Background: an optimization exercise with open tools, aiming at small area, a short achievable clock period and few clock cycles per item. Do not read the settings as production practice.
Only the layout flow was run in this run; the RTL was not checked for function there.

## flow/design.v

```verilog
package tdgc_pkg;
    localparam logic [6:0]  RST_SPIN_THRESHOLD    = 7'd80;
    localparam logic [15:0] RST_PAN_POS_LIMIT     = 16'd28000;
    localparam logic [15:0] RST_PAN_NEG_LIMIT     = 16'd28000;
    localparam logic [15:0] RST_TILT_TOP_LIMIT    = 16'd18000;
    localparam logic [15:0] RST_TILT_BOTTOM_LIMIT = 16'd18000;
    localparam logic [7:0]  RST_PAN_MAX_RATE8     = 8'd255;    
    localparam logic [7:0]  RST_TILT_MAX_RATE8    = 8'd255;    
    localparam logic [13:0] RST_FS_DIV            = 14'd3937;
    localparam logic [6:0]  RST_FS_MOD            = 7'd1;
    localparam logic [15:0] RST_FS_DIV3           = 16'd11811;
    localparam logic [7:0]  SPIN_SPEED = 8'd90;
endpackage
module tdgc_ctrl
(
    input  logic        i_clk,
    input  logic        i_rst_n,
    input  logic        i_cfg_we,
    input  logic [2:0]  i_cfg_idx,
    input  logic [19:0] i_cfg_data,
    output logic        o_busy,
    output logic [6:0]  o_spin_thr,
    output logic [13:0] o_fs_div,      
    output logic [6:0]  o_fs_mod,      
    output logic [15:0] o_fs_div3,     
    output logic [15:0] o_pan_pos_lim,
    output logic [15:0] o_pan_neg_lim,
    output logic [15:0] o_tilt_top_lim,
    output logic [15:0] o_tilt_bot_lim,
    output logic [7:0]  o_pan_rate8,
    output logic [7:0]  o_tilt_rate8
);
    logic [2:0]  r_div_cnt;
    logic [8:0]  w_rem4;
    logic [1:0]  w_digit;
    logic [7:0]  w_rate8;
    assign w_rate8 = (|i_cfg_data[15:11]) ? 8'hFF : i_cfg_data[10:3];
    always_ff @(posedge i_clk) begin
        if (!i_rst_n) begin
            o_spin_thr     <= tdgc_pkg::RST_SPIN_THRESHOLD;
            o_pan_pos_lim  <= tdgc_pkg::RST_PAN_POS_LIMIT;
            o_pan_neg_lim  <= tdgc_pkg::RST_PAN_NEG_LIMIT;
            o_tilt_top_lim <= tdgc_pkg::RST_TILT_TOP_LIMIT;
            o_tilt_bot_lim <= tdgc_pkg::RST_TILT_BOTTOM_LIMIT;
            o_pan_rate8    <= tdgc_pkg::RST_PAN_MAX_RATE8;
            o_tilt_rate8   <= tdgc_pkg::RST_TILT_MAX_RATE8;
        end else if (i_cfg_we) begin
            case (i_cfg_idx)
                3'd0: o_spin_thr     <= i_cfg_data[6:0];
                3'd2: o_pan_pos_lim  <= i_cfg_data[15:0];
                3'd3: o_pan_neg_lim  <= i_cfg_data[15:0];
                3'd4: o_tilt_top_lim <= i_cfg_data[15:0];
                3'd5: o_tilt_bot_lim <= i_cfg_data[15:0];
                3'd6: o_pan_rate8    <= w_rate8;
                3'd7: o_tilt_rate8   <= w_rate8;
                default: begin
                end
            endcase
        end
    end
    assign w_rem4  = {o_fs_mod, o_fs_div[13:12]};
    assign w_digit = (w_rem4 >= 9'd381) ? 2'd3 :
                     (w_rem4 >= 9'd254) ? 2'd2 :
                     (w_rem4 >= 9'd127) ? 2'd1 : 2'd0;
    always_ff @(posedge i_clk) begin
        if (!i_rst_n) begin
            o_fs_div  <= tdgc_pkg::RST_FS_DIV;
            o_fs_div3 <= tdgc_pkg::RST_FS_DIV3;
            o_fs_mod  <= tdgc_pkg::RST_FS_MOD;
            r_div_cnt <= 3'd0;
        end else if (i_cfg_we && i_cfg_idx == 3'd1) begin
            o_fs_div  <= i_cfg_data[13:0];
            o_fs_div3 <= 16'd0;
            o_fs_mod  <= {1'b0, i_cfg_data[19:14]};
            r_div_cnt <= 3'd7;
        end else if (r_div_cnt != 3'd0) begin
            o_fs_mod  <= 7'(w_rem4[6:0] + {5'd0, w_digit});
            o_fs_div  <= {o_fs_div[11:0], w_digit};
            o_fs_div3 <= {o_fs_div3[13:0], 2'b00} + {12'd0, w_digit, 2'b00} - {14'd0, w_digit};
            r_div_cnt <= r_div_cnt - 3'd1;
        end
    end
    assign o_busy = r_div_cnt[2] | (r_div_cnt[1] & r_div_cnt[0]);
endmodule
module tdgc_dp
(
    input  logic [7:0]  i_g,          
    input  logic [17:0] i_pos,        
    input  logic [15:0] i_lim_p,
    input  logic [15:0] i_lim_n,
    input  logic [7:0]  i_rate8,      
    output logic [17:0] o_pos,
    output logic [7:0]  o_rate8,      
    output logic        o_hit,
    output logic        o_fault
);
    logic        w_above;
    logic        w_below;
    logic [9:0]  w_lo;
    logic [6:0]  w_hi_up;
    logic [6:0]  w_hi_dn;
    logic [6:0]  w_hi;
    logic [7:0]  w_abs;
    assign w_above = ~i_pos[17] & (i_pos[16:0] > {1'b0, i_lim_p});
    assign w_below = i_pos[17] & (~i_pos[16:0] >= {1'b0, i_lim_n});
    assign o_hit   = (w_above & ~i_g[7] & (|i_g[6:0])) | (w_below & i_g[7]);
    assign w_lo    = {2'b00, i_pos[10:3]} + {{2{i_g[7]}}, i_g};
    assign w_hi_up = i_pos[17:11] + 7'd1;
    assign w_hi_dn = i_pos[17:11] - 7'd1;
    assign w_hi    = w_lo[9] ? w_hi_dn : (w_lo[8] ? w_hi_up : i_pos[17:11]);
    always_comb begin
        if (o_hit) begin
            o_pos = i_pos;
        end else begin
            o_pos = {w_hi, w_lo[7:0], i_pos[2:0]};
        end
    end
    assign w_abs   = i_g[7] ? 8'(8'd0 - i_g) : i_g;
    assign o_fault = ~o_hit & (w_abs > i_rate8);
    assign o_rate8 = (o_hit | o_fault) ? 8'd0 : w_abs;
endmodule
module teleop_drive_and_gimbal_command_unit
(
    input  logic        i_clk,
    input  logic        i_rst_n,
    input  logic [39:0] s_axis_tdata,
    input  logic        s_axis_tvalid,
    output logic        s_axis_tready,
    output logic [87:0] m_axis_tdata,
    output logic        m_axis_tvalid,
    input  logic        m_axis_tready,
    input  logic        i_cfg_we,
    input  logic [2:0]  i_cfg_idx,
    input  logic [19:0] i_cfg_data
);
    logic        w_cfg_busy;
    logic [6:0]  w_spin_thr;
    logic [13:0] w_fs_div;
    logic [6:0]  w_fs_mod;
    logic [15:0] w_fs_div3;
    logic [15:0] w_pan_pos_lim;
    logic [15:0] w_pan_neg_lim;
    logic [15:0] w_tilt_top_lim;
    logic [15:0] w_tilt_bot_lim;
    logic [7:0]  w_cfg_pan_rate8;
    logic [7:0]  w_cfg_tilt_rate8;
    tdgc_ctrl u_cfg (
        .i_clk          (i_clk),
        .i_rst_n        (i_rst_n),
        .i_cfg_we       (i_cfg_we),
        .i_cfg_idx      (i_cfg_idx),
        .i_cfg_data     (i_cfg_data),
        .o_busy         (w_cfg_busy),
        .o_spin_thr     (w_spin_thr),
        .o_fs_div       (w_fs_div),
        .o_fs_mod       (w_fs_mod),
        .o_fs_div3      (w_fs_div3),
        .o_pan_pos_lim  (w_pan_pos_lim),
        .o_pan_neg_lim  (w_pan_neg_lim),
        .o_tilt_top_lim (w_tilt_top_lim),
        .o_tilt_bot_lim (w_tilt_bot_lim),
        .o_pan_rate8    (w_cfg_pan_rate8),
        .o_tilt_rate8   (w_cfg_tilt_rate8)
    );
    logic r_v1, r_v2, r_v3, r_v4;
    logic r_out_valid;
    logic w_adv;
    logic w_accept;
    assign w_adv         = ~r_out_valid | m_axis_tready;
    assign s_axis_tready = w_adv & ~w_cfg_busy;
    assign w_accept      = s_axis_tvalid & s_axis_tready;
    logic signed [7:0] w_turn;
    logic [7:0]        w_thr;
    logic              w_spin_r;
    logic              w_spin_l;
    logic [7:0]        w_mag;
    logic [1:0]        w_fwd;
    logic [8:0]        w_m1;
    logic [34:0]       w_dec;
    assign w_turn   = $signed(s_axis_tdata[7:0]);
    assign w_thr    = {1'b0, w_spin_thr};
    assign w_spin_r = w_turn > $signed(w_thr);
    assign w_spin_l = w_turn < $signed(8'd0 - w_thr);
    always_comb begin
        if (w_spin_r) begin
            w_fwd = 2'b10;
            w_mag = tdgc_pkg::SPIN_SPEED;
        end else if (w_spin_l) begin
            w_fwd = 2'b01;
            w_mag = tdgc_pkg::SPIN_SPEED;
        end else begin
            w_fwd = {2{~s_axis_tdata[15]}};
            w_mag = s_axis_tdata[15] ? 8'(8'd0 - s_axis_tdata[15:8]) : s_axis_tdata[15:8];
        end
    end
    assign w_m1  = {1'b0, s_axis_tdata[39:32]} + 9'd1;
    assign w_dec = {w_fwd, w_mag, w_m1, s_axis_tdata[23:16], s_axis_tdata[31:24]};
    logic [1:0]  r_fwd1, r_fwd2, r_fwd3, r_fwd4;
    logic [7:0]  r_pan1, r_pan2, r_pan3, r_pan4;
    logic [7:0]  r_tilt1, r_tilt2, r_tilt3, r_tilt4;
    logic [7:0]  r_mag1;
    logic [8:0]  r_m1_1;
    logic [15:0] r_x2;
    logic [15:0] r_x3;
    logic [21:0] r_w3;
    logic [29:0] r_pa4_s;
    logic [29:0] r_pa4_c;
    logic [7:0]  r_wl4;
    logic [2:0]  r_c4;
    logic [15:0] w_x;
    logic [29:0] w_pa_s;
    logic [29:0] w_pa_c;
    logic [29:0] w_prow [9];
    logic [29:0] w_csa1 [6];
    logic [29:0] w_csa2 [4];
    logic [29:0] w_csa3 [3];
    logic [21:0] w_w;
    logic [15:0] w_xrow [4];
    logic [8:0]  w_magx;
    logic [2:0]  w_xd [4];
    logic [3:0]  w_xneg;
    logic [9:0]  w_xm [4];
    logic [21:0] w_wrow [4];
    logic [8:0]  w_modx;
    logic [2:0]  w_bd [4];
    logic [3:0]  w_neg;
    logic [16:0] w_bm [4];
    logic [8:0]  w_wd;
    logic [2:0]  w_wc;
    logic [29:0] w_sum;
    logic [27:0] w_duty;
    assign w_magx = {r_mag1, 1'b0};
    always_comb begin
        for (int j = 0; j < 4; j++) begin
            w_xd[j]   = (j == 3) ? {1'b0, r_mag1[7] | (r_mag1[6] & r_mag1[5]),
                                    r_mag1[7] | r_mag1[6] | r_mag1[5]} : w_magx[2*j +: 3];
            w_xneg[j] = w_xd[j][2] & ~(w_xd[j][1] & w_xd[j][0]);
            case (w_xd[j])
                3'b001, 3'b010: w_xm[j] = {1'b0, r_m1_1};          
                3'b011:         w_xm[j] = {r_m1_1, 1'b0};          
                3'b100:         w_xm[j] = ~{r_m1_1, 1'b0};         
                3'b101, 3'b110: w_xm[j] = ~{1'b0, r_m1_1};         
                default:        w_xm[j] = '0;
            endcase
        end
        w_xrow[0] = {{6{w_xneg[0]}}, w_xm[0]};
        w_xrow[1] = {{4{w_xneg[1]}}, w_xm[1], 1'b0, w_xneg[0]};
        w_xrow[2] = {{2{w_xneg[2]}}, w_xm[2], 1'b0, w_xneg[1], 2'b00};
        w_xrow[3] = {w_xm[3], 1'b0, w_xneg[2], 4'b0000};
    end
    assign w_x     = w_xrow[0] + w_xrow[1] + w_xrow[2] + w_xrow[3];
    assign w_modx = {1'b0, w_fs_mod, 1'b0};
    always_comb begin
        for (int j = 0; j < 4; j++) begin
            w_bd[j]  = w_modx[2*j +: 3];
            w_neg[j] = w_bd[j][2] & ~(w_bd[j][1] & w_bd[j][0]);
            case (w_bd[j])
                3'b001, 3'b010: w_bm[j] = {1'b0, r_x2};            
                3'b011:         w_bm[j] = {r_x2, 1'b0};            
                3'b100:         w_bm[j] = ~{r_x2, 1'b0};           
                3'b101, 3'b110: w_bm[j] = ~{1'b0, r_x2};           
                default:        w_bm[j] = '0;
            endcase
        end
        w_wrow[0] = {{5{w_neg[0]}}, w_bm[0]};
        w_wrow[1] = {{3{w_neg[1]}}, w_bm[1], 1'b0, w_neg[0]};
        w_wrow[2] = {w_neg[2], w_bm[2], 1'b0, w_neg[1], 2'b00};
        w_wrow[3] = {w_bm[3][15:0], 1'b0, w_neg[2], 4'b0000};
    end
    function automatic logic [59:0] f_csa(input logic [29:0] a, input logic [29:0] b,
                                          input logic [29:0] c);
        f_csa = {a ^ b ^ c, ((a & b) | (a & c) | (b & c)) << 1};
    endfunction
    always_comb begin
        for (int i = 0; i < 8; i++) begin
            case (r_x3[2*i +: 2])
                2'd0:    w_prow[i] = '0;
                2'd1:    w_prow[i] = {16'd0, w_fs_div} << (2 * i);
                2'd2:    w_prow[i] = {15'd0, w_fs_div, 1'b0} << (2 * i);
                default: w_prow[i] = {14'd0, w_fs_div3} << (2 * i);
            endcase
        end
        w_prow[8]  = {15'd0, r_w3[21], r_w3[20:14], r_w3[20:14]};
        {w_csa1[0], w_csa1[1]} = f_csa(w_prow[0], w_prow[1], w_prow[2]);
        {w_csa1[2], w_csa1[3]} = f_csa(w_prow[3], w_prow[4], w_prow[5]);
        {w_csa1[4], w_csa1[5]} = f_csa(w_prow[6], w_prow[7], w_prow[8]);
        {w_csa2[0], w_csa2[1]} = f_csa(w_csa1[0], w_csa1[1], w_csa1[2]);
        {w_csa2[2], w_csa2[3]} = f_csa(w_csa1[3], w_csa1[4], w_csa1[5]);
        {w_csa3[0], w_csa3[1]} = f_csa(w_csa2[0], w_csa2[1], w_csa2[2]);
        w_csa3[2] = w_csa2[3];
        {w_pa_s, w_pa_c} = f_csa(w_csa3[0], w_csa3[1], w_csa3[2]);
    end
    assign w_w     = w_wrow[0] + w_wrow[1] + w_wrow[2] + w_wrow[3];
    assign w_wd    = {2'b00, r_w3[6:0]} + {2'b00, r_w3[13:7]} + {2'b00, r_w3[20:14]} +
                     {8'd0, r_w3[21]};
    assign w_wc    = {2'b00, r_w3[21]} +
                     ((w_wd >= 9'd381) ? 3'd3 : (w_wd >= 9'd254) ? 3'd2 :
                      (w_wd >= 9'd127) ? 3'd1 : 3'd0);
    assign w_sum   = r_pa4_s + r_pa4_c + {22'd0, r_wl4} + {27'd0, r_c4};
    assign w_duty  = (|w_sum[29:28]) ? 28'hFFFFFFF : w_sum[27:0];
    always_ff @(posedge i_clk) begin
        if (!i_rst_n) begin
            r_v1        <= 1'b0;
            r_v2        <= 1'b0;
            r_v3        <= 1'b0;
            r_v4        <= 1'b0;
            r_out_valid <= 1'b0;
        end else begin
            if (w_adv) begin
                r_v1        <= w_accept;
                r_v2        <= r_v1;
                r_v3        <= r_v2;
                r_v4        <= r_v3;
                r_out_valid <= r_v4;
            end
        end
    end
    always_ff @(posedge i_clk) begin
        if (w_adv) begin
            {r_fwd1, r_mag1, r_m1_1, r_pan1, r_tilt1} <= w_dec;
            r_x2    <= w_x;
            r_fwd2  <= r_fwd1;
            r_pan2  <= r_pan1;
            r_tilt2 <= r_tilt1;
            r_x3    <= r_x2;
            r_w3    <= w_w;
            r_fwd3  <= r_fwd2;
            r_pan3  <= r_pan2;
            r_tilt3 <= r_tilt2;
            r_pa4_s <= w_pa_s;
            r_pa4_c <= w_pa_c;
            r_wl4   <= {r_w3[21], r_w3[13:7]};
            r_c4    <= w_wc;
            r_fwd4  <= r_fwd3;
            r_pan4  <= r_pan3;
            r_tilt4 <= r_tilt3;
        end
    end
    logic [17:0] r_pan_pos;
    logic [17:0] r_tilt_pos;
    logic [17:0] w_pan_pos;
    logic [17:0] w_tilt_pos;
    logic [7:0]  w_pan_rate8;
    logic [7:0]  w_tilt_rate8;
    logic        w_pan_hit, w_tilt_hit, w_pan_fault, w_tilt_fault;
    tdgc_dp u_pan (
        .i_g     (r_pan4),
        .i_pos   (r_pan_pos),
        .i_lim_p (w_pan_pos_lim),
        .i_lim_n (w_pan_neg_lim),
        .i_rate8 (w_cfg_pan_rate8),
        .o_pos   (w_pan_pos),
        .o_rate8 (w_pan_rate8),
        .o_hit   (w_pan_hit),
        .o_fault (w_pan_fault)
    );
    tdgc_dp u_tilt (
        .i_g     (r_tilt4),
        .i_pos   (r_tilt_pos),
        .i_lim_p (w_tilt_top_lim),
        .i_lim_n (w_tilt_bot_lim),
        .i_rate8 (w_cfg_tilt_rate8),
        .o_pos   (w_tilt_pos),
        .o_rate8 (w_tilt_rate8),
        .o_hit   (w_tilt_hit),
        .o_fault (w_tilt_fault)
    );
    always_ff @(posedge i_clk) begin
        if (!i_rst_n) begin
            r_pan_pos  <= '0;
            r_tilt_pos <= '0;
        end else if (w_adv & r_v4) begin
            r_pan_pos  <= w_pan_pos;
            r_tilt_pos <= w_tilt_pos;
        end
    end
    logic [1:0]  r_o_fwd;
    logic [27:0] r_o_duty;
    logic [1:0]  r_o_pos;
    logic [7:0]  r_o_pan_rate8;
    logic [7:0]  r_o_tilt_rate8;
    logic [1:0]  r_o_hit;
    logic [1:0]  r_o_fault;
    always_ff @(posedge i_clk) begin
        if (w_adv) begin
            r_o_fwd        <= r_fwd4;
            r_o_duty       <= w_duty;
            r_o_pos        <= {~r_tilt4[7], ~r_pan4[7]};
            r_o_pan_rate8  <= w_pan_rate8;
            r_o_tilt_rate8 <= w_tilt_rate8;
            r_o_hit        <= {w_tilt_hit, w_pan_hit};
            r_o_fault      <= {w_tilt_fault, w_pan_fault};
        end
    end
    assign m_axis_tvalid = r_out_valid;
    assign m_axis_tdata  = {2'b00, r_o_fault, r_o_hit,
                            r_o_tilt_rate8, 3'b000, r_o_pan_rate8, 3'b000,
                            r_o_pos, r_o_duty, r_o_duty, r_o_fwd};
endmodule
```

## flow/run.sh

```bash
#!/bin/bash
# synth_recipe.tcl (not shown) runs the flow's synth.tcl, then flattens the netlist and writes it again
# the make line also repeats each setting of config.mk as NAME=value (left out here)
make -C /OpenROAD-flow-scripts/flow DESIGN_CONFIG=/design/flow/config.mk WORK_HOME=/design/flow/orfs CLKGATE_MAP_FILE= SYNTH_SCRIPT=/design/flow/synth_recipe.tcl finish
```

## flow/config.mk

```make
export PLATFORM = sky130hd
export DESIGN_NAME = teleop_drive_and_gimbal_command_unit
export DESIGN_NICKNAME = teleop_drive_and_gimbal_command_unit
export VERILOG_FILES = /design/flow/design.v
export SDC_FILE = /design/flow/constraint.sdc
export NUM_CORES = 4
export LEC_CHECK = 0
export ABC_AREA = 1
export CAP_MARGIN = 20
export CORE_MARGIN = 2
export CORE_UTILIZATION = 55
export PLACE_DENSITY = 0.72
export SETUP_SLACK_MARGIN = 4.0
export SLEW_MARGIN = 20
```

## flow/constraint.sdc

```tcl
create_clock -name core_clock -period 8.0 [get_ports {i_clk}]
set_input_delay 1.6000 -clock core_clock [delete_from_list [all_inputs] [get_ports {i_clk}]]
set_output_delay 1.6000 -clock core_clock [all_outputs]
set_load 0.01 [all_outputs]
```

==> summary.txt <==
## Yosys cell counts (4+ instances only)
library cell,count,area share
xor2_1,94,0.025
o22ai_1,64,0.012
o21ai_0,198,0.030
buf_2,15,0.0023
o2111ai_1,7,0.0019
inv_2,11,0.0013
nand2_4,7,0.0024
edfxtp_1,264,0.24
or2_2,4,0.00076
a221oi_1,118,0.031
nand3_1,133,0.020
buf_1,8,0.00091
o211ai_1,53,0.012
clkinv_1,29,0.0033
a31oi_1,17,0.0032
clkbuf_1,101,0.011
nor2_1,285,0.032
fa_1,145,0.088
o21ai_1,11,0.0017
dfxtp_1,162,0.098
o21bai_1,11,0.0025
nand2_2,30,0.0057
nand3b_1,8,0.0018
nor4_1,4,0.00076
nand4_1,31,0.0059
a21o_1,8,0.0018
inv_1,591,0.067
o221ai_1,52,0.014
buf_4,36,0.0082
nor2_2,5,0.00095
a21oi_1,305,0.046
nand2_1,640,0.073
ha_1,339,0.13
xnor2_1,40,0.011
nor3_1,32,0.0048
and2_1,4,0.00076
## critical path, delay by kind of cell (launching register included)
family | cells | cell delay, ns
AOI/OAI and AO/OA | 9 | 1.46
xor gates and xnor gates | 2 | 0.42
adders and majority gates | 3 | 0.97
buffers and inverters | 5 | 0.54
DFF | 1 | 0.43
and+or+nand+nor | 4 | 0.39
## routing by layer
layer  vias up  GRT usage  wire length [um]
met3       305     0.0466              7070
met4         4      0.106              3660
met1     13263      0.380             38300
met2      1259      0.477             42800
li1      13629          -                 -
met5         -          0                23
## area by class of cell
cell class | count | area share
Clock inverter | 38 | 0.0104
Inverter | 631 | 0.0622
Timing Repair Buffer | 294 | 0.0691
Multi-Input combinational cell | 2683 | 0.516
Clock buffer | 53 | 0.0317
Tap cell | 773 | 0.0247
Sequential cell | 426 | 0.286
## flip-flops by register name (all words and copies together), names as in the netlist, 16 cells and up
signal                flops
r_pa4_s                  30
r_o_duty                 28
r_pa4_c                  28
r_w3                     22
r_x2                     16
r_x3                     16
u_cfg.o_fs_div3          16
u_cfg.o_pan_neg_lim      16
u_cfg.o_pan_pos_lim      16
u_cfg.o_tilt_bot_lim     16
u_cfg.o_tilt_top_lim     16
## worst paths after layout
| kind | from | slack (ns) | cells after the start | endpoint |
|---|---|---|---|---|
| max reg2reg | u_cfg.o_fs_mod[3]$_SDFFE_PN0P_ | 3.52 | 23 | r_w3[16]$_DFFE_PN_ |
| min | r_pan3[7]$_DFFE_PN_ | 0.41 | 0 | r_pan4[7]$_DFFE_PN_ |
| max | u_cfg.o_fs_mod[3]$_SDFFE_PN0P_ | 3.52 | 23 | r_w3[16]$_DFFE_PN_ |
| min reg2reg | r_pan3[7]$_DFFE_PN_ | 0.41 | 0 | r_pan4[7]$_DFFE_PN_ |
## kinds of logic (layout without fill, tap and decap cells)
| logic type | after synthesis | after routing | synth area share |
|---|---|---|---|
| flops | 426 | 426 | 0.338 |
| other cells | 1 | 8 | 0.000114 |
| fa+ha+maj | 484 | 484 | 0.216 |
| simple gates | 1193 | 1195 | 0.152 |
| xor+xnor | 134 | 134 | 0.0355 |
| compound gates | 862 | 862 | 0.161 |
| buf+inv | 794 | 1016 | 0.0961 |
## metrics by stage
step           std cells
2_1_floorplan       3901
3_3_place_gp        4673
3_5_place_dp        4673
4_1_cts             4839
5_1_grt             4898
6_report            4898
## cells in the final DEF, fill, tap and decap left out, types with 18 or more instances in the layout
| cell | Yosys | final |
|---|---|---|
| nand2_1 | 640 | 600 |
| inv_1 | 591 | 568 |
| ha_1 | 339 | 308 |
| a21oi_1 | 305 | 275 |
| edfxtp_1 | 264 | 264 |
| nor2_1 | 285 | 257 |
| o21ai_0 | 198 | 165 |
| dfxtp_1 | 162 | 152 |
| clkdlybuf4s50_1 | 0 | 146 |
| fa_1 | 145 | 145 |
| buf_4 | 36 | 129 |
| nand3_1 | 133 | 128 |
| a221oi_1 | 118 | 97 |
| xor2_1 | 94 | 88 |
| o22ai_1 | 64 | 63 |
| nand2_2 | 30 | 53 |
| o211ai_1 | 53 | 53 |
| o221ai_1 | 52 | 52 |
| clkbuf_16 | 0 | 50 |
| xnor2_1 | 40 | 34 |
| nand4_1 | 31 | 31 |
| inv_2 | 11 | 28 |
| ha_4 | 0 | 26 |
| nor3_1 | 32 | 25 |
| o21ai_1 | 11 | 24 |
| nand2_4 | 7 | 24 |
| clkinv_1 | 29 | 24 |
| a21oi_2 | 1 | 21 |
| nor2_2 | 5 | 18 |
| a221oi_2 | 0 | 18 |
## what timing repair did
action                     in CTS  in global routing
resized for setup             170                147
cloned                          1                  2
pin swaps                      67                 80
buffers inserted               74                 57
setup endpoints to repair      58                 60
==> flow_summary.json <==
{
  "status": "complete, no violations",
  "timing_worst_setup_path_type": "flip-flop to flip-flop",
  "tns_ns": 0,
  "n_fill_cell": 4883,
  "clock_skew_ns": 0.0405,
  "fin_nets": 4637,
  "die_h_um": 249,
  "grt_pass1_vias": 27027,
  "die_x_um": 249,
  "grt.overflow.total": 0,
  "routed_wl_um": 91900,
  "critical_path_required_ns": 8.34,
  "setup_ws_ns": 3.52,
  "cts_buffer_depth": 3,
  "grt_max_degree": 94,
  "max_stage_delay_ns": 0.48,
  "cp-end-kind": "flip-flop",
  "antenna_cells": 0,
  "htree_levels": 2,
  "cts.sinks": 426,
  "drt-pass1-iter-count": 7,
  "drv_cap": 0,
  "hold_buffers": 0,
  "fin_crit_sh": 0.560,
  "cp-start-kind": "flip-flop",
  "io_pins": 158,
  "async_flop_share": 0,
  "fp.coreArea_um2": 59200,
  "synth-seq-cells": 426,
  "fmax_mhz": 223,
  "final_core_util": 0.660,
  "grt_setup_unrepaired": "yes",
  "detailroute.via_count": 28460,
  "hold_class": "flip-flop to flip-flop",
  "cts_made_buffers": 49,
  "antenna_found_initial": 2,
  "placed_area_um2": 35000,
  "wire_per_inst_um": 18.8,
  "syn_area_um2": 33000,
  "start_util": 0.558,
  "ff_latch_area_um2": 11200,
  "tritoncts": "yes",
  "slowest_stage": "fa_1",
  "port_buffers": 149,
  "path_cells": "buf_6, inv_4, nor2_4, nand2_4, buf_4, buf_4, o21ai_2, ha_1, a21o_1, a31oi_4, o21ai_4, a21oi_2, xor2_2, fa_1, inv_2, ha_4, a21oi_2, o21ai_1, nand2_1, nand3_2, a31oi_4, o21bai_1, xor2_1",
  "route.detailed.drc": 0,
  "synth_edf_count": 264,
  "cp.arrival_ns": 4.83,
  "synth.avg_cell_area_um2": 8.48,
  "num_rows": 89,
  "ys_seq_area_frac": 0.338,
  "drive_gt1_frac": 0.133,
  "whs_ns": 0.410,
  "syn_inst": 3894,
  "routed_via_density": 5.81,
  "hold_violations": 0,
  "relSlewSlack": 0.375,
  "insertion_delay_ns": 0.61,
  "final-max-slew-violation-count": 0,
  "multi_input_area_um2": 20200,
  "ys_warn_count": 13,
  "synth_flop_cell": "edfxtp_1",
  "final_area_um2": 39100,
  "die_area_um2": 62000,
  "gr-usage-all-layers": 0.287,
  "cts_root_buf": "clkbuf_16",
  "setup_viol": 0,
  "synthDistinctLibCells": 56,
  "gp_congestion": 1.00,
  "dpl.hpwl_um": 65500,
  "place_ws_ns": 3.09,
  "cp_max_fo": 6,
  "ant_nets": 0,
  "clk_pin_slew_ns": 0.07,
  "drt_iter0_drc": 2314,
  "fin_crit_ns": 4.48,
  "grt_pass1_wl_um": 144000,
  "area_delta_synth_final_pct": 18.4,
  "tightest_slew_ns": 0.937
}

## re-timing with driven ports
Ports are ideal in the flow. The routed layout listed here was re-timed in OpenROAD. Step 1 sets driving cells, clkbuf_16 on the clock port and buf_2 on the other inputs (assumed; they add their load-dependent delay and slew). Step 2 times the ports against the registers' clock, not the clock port: input delays grow and output delays shrink by t, the midpoint of the rising clock arrivals with the driver on. Three values: ideal ports, drivers, drivers and shift; two values: the first two.
shift t [ns]: 0.657
slack for setup (ns): 3.517 / 3.517 / 3.517
clock arrival spread, ns: 0.040 / 0.040
worst slew at a driven data input, ns: 0.08
pins driven straight from the clock port: 1
After both steps setup and hold are still met in this run. The setup slack of this run moves by 0.000 ns with the drivers and by 0.000 ns with both steps.
